Background: an optimization exercise with open tools, aiming at a short achievable clock period and few clock cycles per item. Do not read the settings as production practice.
Function was checked by simulation only, so behaviour that the tests miss may differ from the original.
The clock input has no modelled driver; a real chip could not lean on it and would need a root buffer or a full tree.
Power is estimated from default activity; no workload was simulated.

Design mips_pipe_top, start of the top module:
module mips_pipe_top (
	input logic clk,
	input logic arst_n,
	input logic instr_req,
	input logic [31:0] instr,
	output logic instr_ack,
	output logic br_valid,
	output logic br_taken,
	output logic wb_valid,
	output logic [4:0] wb_reg,
	output logic [31:0] wb_data
);
Settings: LEC_CHECK=0, ABC_CLOCK_PERIOD_IN_PS=1000, CAP_MARGIN=20, CORE_MARGIN=2, CORE_UTILIZATION=50, SLEW_MARGIN=20; clock period 8.0 ns.
standard.sh (not shown) runs the stock make flow with config.mk's settings and CLKGATE_MAP_FILE= SYNTH_SCRIPT=/design/flow/synth_recipe.tcl, a recipe that flattens the netlist after the stock synthesis.
==> flow/flow/run.sh <==
#!/bin/bash
set -euo pipefail
margin=5.7
hook="$PWD/flow/manual_cts.tcl"
# standard.sh passes the flow settings on make's command line; add ours last
sed -E "s|\"\\\$\{@:-finish\}\"|SETUP_SLACK_MARGIN=${margin} PRE_CTS_TCL=${hook} ADDER_MAP_FILE= \"\${@:-finish}\"|" standard.sh > tight.sh
grep -q "SETUP_SLACK_MARGIN=${margin} PRE_CTS_TCL=${hook} ADDER_MAP_FILE= " tight.sh
bash tight.sh > make_finish.log 2>&1
==> flow/flow/manual_cts.tcl <==
# Clock tree built by hand in place of TritonCTS, sourced by ORFS's cts.tcl
# as PRE_CTS_TCL. Two levels: the clock port drives 4 root clkbuf_16, each
# feeding the leaf clkbuf_16 of one quarter of the die; each leaf drives a
# cluster of about 24 neighbouring flip-flops. TritonCTS builds three levels
# for this design's ~1300 flip-flops; two levels cut the insertion delay.
# All flip-flops sit at the same depth; the rest of cts.tcl (legalization,
# setup and hold repair) runs unchanged.
proc build_manual_tree {nper nroot} {
  set block [ord::get_db_block]
  set db [ord::get_db]
  set lib [lindex [$db getLibs] 0]
  set bufm [$db findMaster sky130_fd_sc_hd__clkbuf_16]
  set clk [$block findNet clk]
  set sinks {}
  foreach it [$clk getITerms] {
    set inst [$it getInst]
    set m [$inst getMaster]
    if {[$m isBlock]} continue
    set loc [$inst getLocation]
    lappend sinks [list [lindex $loc 0] [lindex $loc 1] $it]
  }
  set n [llength $sinks]
  set ncl [expr {int(ceil(double($n) / $nper))}]
  # strips by x, then chunks by y
  set ncol [expr {int(round(sqrt($ncl)))}]
  if {$ncol < 1} {set ncol 1}
  set sx [lsort -integer -index 0 $sinks]
  set percol [expr {int(ceil(double($n) / $ncol))}]
  set clusters {}
  for {set c 0} {$c < $ncol} {incr c} {
    set col [lrange $sx [expr {$c*$percol}] [expr {($c+1)*$percol-1}]]
    if {[llength $col] == 0} continue
    set col [lsort -integer -index 1 $col]
    set nr [expr {int(ceil(double([llength $col]) / $nper))}]
    set perrow [expr {int(ceil(double([llength $col]) / $nr))}]
    for {set r 0} {$r < $nr} {incr r} {
      set cl [lrange $col [expr {$r*$perrow}] [expr {($r+1)*$perrow-1}]]
      if {[llength $cl]} {lappend clusters $cl}
    }
  }
  # leaf buffers
  set leaves {}
  set i 0
  foreach cl $clusters {
    set x 0; set y 0
    foreach s $cl { incr x [lindex $s 0]; incr y [lindex $s 1] }
    set x [expr {$x / [llength $cl]}]; set y [expr {$y / [llength $cl]}]
    set b [odb::dbInst_create $block $bufm "mclk_leaf_$i"]
    $b setLocation $x $y
    $b setPlacementStatus PLACED
    set net [odb::dbNet_create $block "mclk_leafnet_$i"]
    $net setSigType CLOCK
    [$b findITerm X] connect $net
    foreach s $cl { set it [lindex $s 2]; $it disconnect; $it connect $net }
    lappend leaves [list $x $y $b]
    incr i
  }
  # roots: split leaves into nroot groups by angle around the centre
  set cx 0; set cy 0
  foreach l $leaves { incr cx [lindex $l 0]; incr cy [lindex $l 1] }
  set cx [expr {$cx / [llength $leaves]}]; set cy [expr {$cy / [llength $leaves]}]
  set groups {}
  for {set g 0} {$g < $nroot} {incr g} { lappend groups {} }
  set lv {}
  foreach l $leaves { lappend lv [list [expr {atan2([lindex $l 1]-$cy, [lindex $l 0]-$cx)}] $l] }
  set lv [lsort -real -index 0 $lv]
  set per [expr {int(ceil(double([llength $lv]) / $nroot))}]
  for {set g 0} {$g < $nroot} {incr g} {
    set grp [lrange $lv [expr {$g*$per}] [expr {($g+1)*$per-1}]]
    if {![llength $grp]} continue
    set x 0; set y 0
    foreach e $grp { set l [lindex $e 1]; incr x [lindex $l 0]; incr y [lindex $l 1] }
    set x [expr {$x / [llength $grp]}]; set y [expr {$y / [llength $grp]}]
    if {$nroot == 1} { set x $cx; set y $cy }
    set b [odb::dbInst_create $block $bufm "mclk_root_$g"]
    $b setLocation $x $y
    $b setPlacementStatus PLACED
    set net [odb::dbNet_create $block "mclk_rootnet_$g"]
    $net setSigType CLOCK
    [$b findITerm X] connect $net
    [$b findITerm A] connect $clk
    foreach e $grp { [[lindex [lindex $e 1] 2] findITerm A] connect $net }
  }
  # power pins
  puts "manual tree: $n sinks, [llength $clusters] leaves, $nroot roots"
}

rename clock_tree_synthesis tritoncts_not_used
proc clock_tree_synthesis {args} {
  build_manual_tree 24 4
  set_propagated_clock [all_clocks]
}
The baseline finished with timing, DRC and antenna clean.
Testbench counts at the start, summed over its fixed seeds: cycles 9,616, items 4,800.
Next try:
--- a/flow/flow/run.sh
+++ b/flow/flow/run.sh
@@ -3 +3 @@
-margin=5.7
+margin=5.5
Outcome:
- The new run ran to the end with no violations
- final area decreases by 4.2%
- clock skew stays flat
- worst setup slack is worse by 0.078 ns
- hold slack improved by 0.0052 ns
- critical path depth increases by 5
- global-route usage goes down by 0.68 points
- routed wire length shrinks by 1.8%
- clock power hardly moves
- die area is unchanged
- sequential share of layout area came out higher by 2.6 points
Next try:
--- a/flow/flow/run.sh
+++ b/flow/flow/run.sh
@@ -3 +3 @@
-margin=5.5
+margin=6.0
Result: The changed run produced a clean layout; global-route usage grows by 1.8 points; hold slack stays flat; wire length rose by a few percent.
Next try:
--- a/flow/flow/run.sh
+++ b/flow/flow/run.sh
@@ -3 +3 @@
-margin=6.0
+margin=5.7
--- a/flow/flow/manual_cts.tcl
+++ b/flow/flow/manual_cts.tcl
@@ -7 +7,4 @@
-# setup and hold repair) runs unchanged.
+# setup and hold repair) runs unchanged. Before the tree is built, each
+# output port's buffer is moved next to its pin and the flip-flop that drives
+# only that buffer next to the buffer, so the register-to-port wire is short
+# (the placer left some of them 100 um apart).
@@ -87,0 +91,36 @@
+# Move each output port's buffer next to its pin and the flip-flop that
+# drives only that buffer next to the buffer; detailed placement legalizes.
+proc pull_outputs_to_pins {} {
+  set block [ord::get_db_block]
+  set core [$block getCoreArea]
+  set cx0 [$core xMin]; set cy0 [$core yMin]; set cx1 [$core xMax]; set cy1 [$core yMax]
+  set n 0
+  foreach bt [$block getBTerms] {
+    if {[$bt getIoType] ne "OUTPUT"} continue
+    set net [$bt getNet]
+    if {$net eq "NULL" || $net eq ""} continue
+    set buf ""
+    foreach it [$net getITerms] { if {[$it isOutputSignal]} { set buf [$it getInst] } }
+    if {$buf eq ""} continue
+    set inet [[$buf findITerm A] getNet]
+    set drv ""
+    foreach it [$inet getITerms] { if {[$it isOutputSignal]} { set drv [$it getInst] } }
+    if {$drv eq "" || [llength [$inet getITerms]] != 2} continue
+    if {![[$drv getMaster] isSequential]} continue
+    set bb [$bt getBBox]
+    set px [expr {([$bb xMin] + [$bb xMax]) / 2}]
+    set py [expr {([$bb yMin] + [$bb yMax]) / 2}]
+    set px [expr {min(max($px, $cx0), $cx1 - 10000)}]
+    set py [expr {min(max($py, $cy0), $cy1 - 3000)}]
+    # flop one buffer-width further in from the edge
+    set dx 0; set dy 0
+    if {$px <= $cx0} { set dx 6000 } elseif {$px >= $cx1 - 10000} { set dx -12000 }
+    if {$py <= $cy0} { set dy 2720 } elseif {$py >= $cy1 - 3000} { set dy -2720 }
+    if {$dx == 0 && $dy == 0} { set dx 6000 }
+    $buf setLocation $px $py
+    $drv setLocation [expr {$px + $dx}] [expr {$py + $dy}]
+    incr n
+  }
+  puts "pulled $n output flip-flops and buffers to their pins"
+}
+
@@ -89,0 +129 @@
+  pull_outputs_to_pins
Outcome: Setup slack gets better by 0.0068 ns; first-iteration DRC count is lower by 1.9%; total power barely changes; clock skew hardly moves; design area fell by 1.2%; global-route usage goes down by 0.96 points; core utilization is lower by 0.71 points; combinational power barely changes.
No run of this note takes its clock network from TritonCTS; it comes from the design's own scripts or RTL.

-- what the ideal ports hide --
Ports are ideal in the flow. The routed layouts listed here were re-timed in OpenROAD.
Step 1 sets driving cells, clkbuf_16 on the clock port and buf_2 on the other inputs (assumed; they add their load-dependent delay and slew).
Step 2, shift: input delay + t, output delay - t, t = (earliest + latest rising clock arrival at the registers) / 2. This alone moves slack from input paths to output paths.
Slacks: ideal ports / drivers / drivers and shift; pairs: ideal ports / drivers.
run | shift t [ns] | setup slack, ns | hold WS [ns]
the first run | 0.684 | 5.415 / 5.240 / 4.920 | 0.342 / 0.342 / 0.342
the second run | 0.672 | 5.338 / 5.238 / 4.933 | 0.348 / 0.348 / 0.348
the third run | 0.684 | 5.407 / 5.234 / 4.852 | 0.348 / 0.348 / 0.348
the fourth run | 0.681 | 5.414 / 5.236 / 4.892 | 0.341 / 0.341 / 0.341
After both steps setup and hold are still met in every run listed. The setup slack of the third run, which loses most, moves by -0.173 ns with the drivers and by -0.555 ns with both steps.
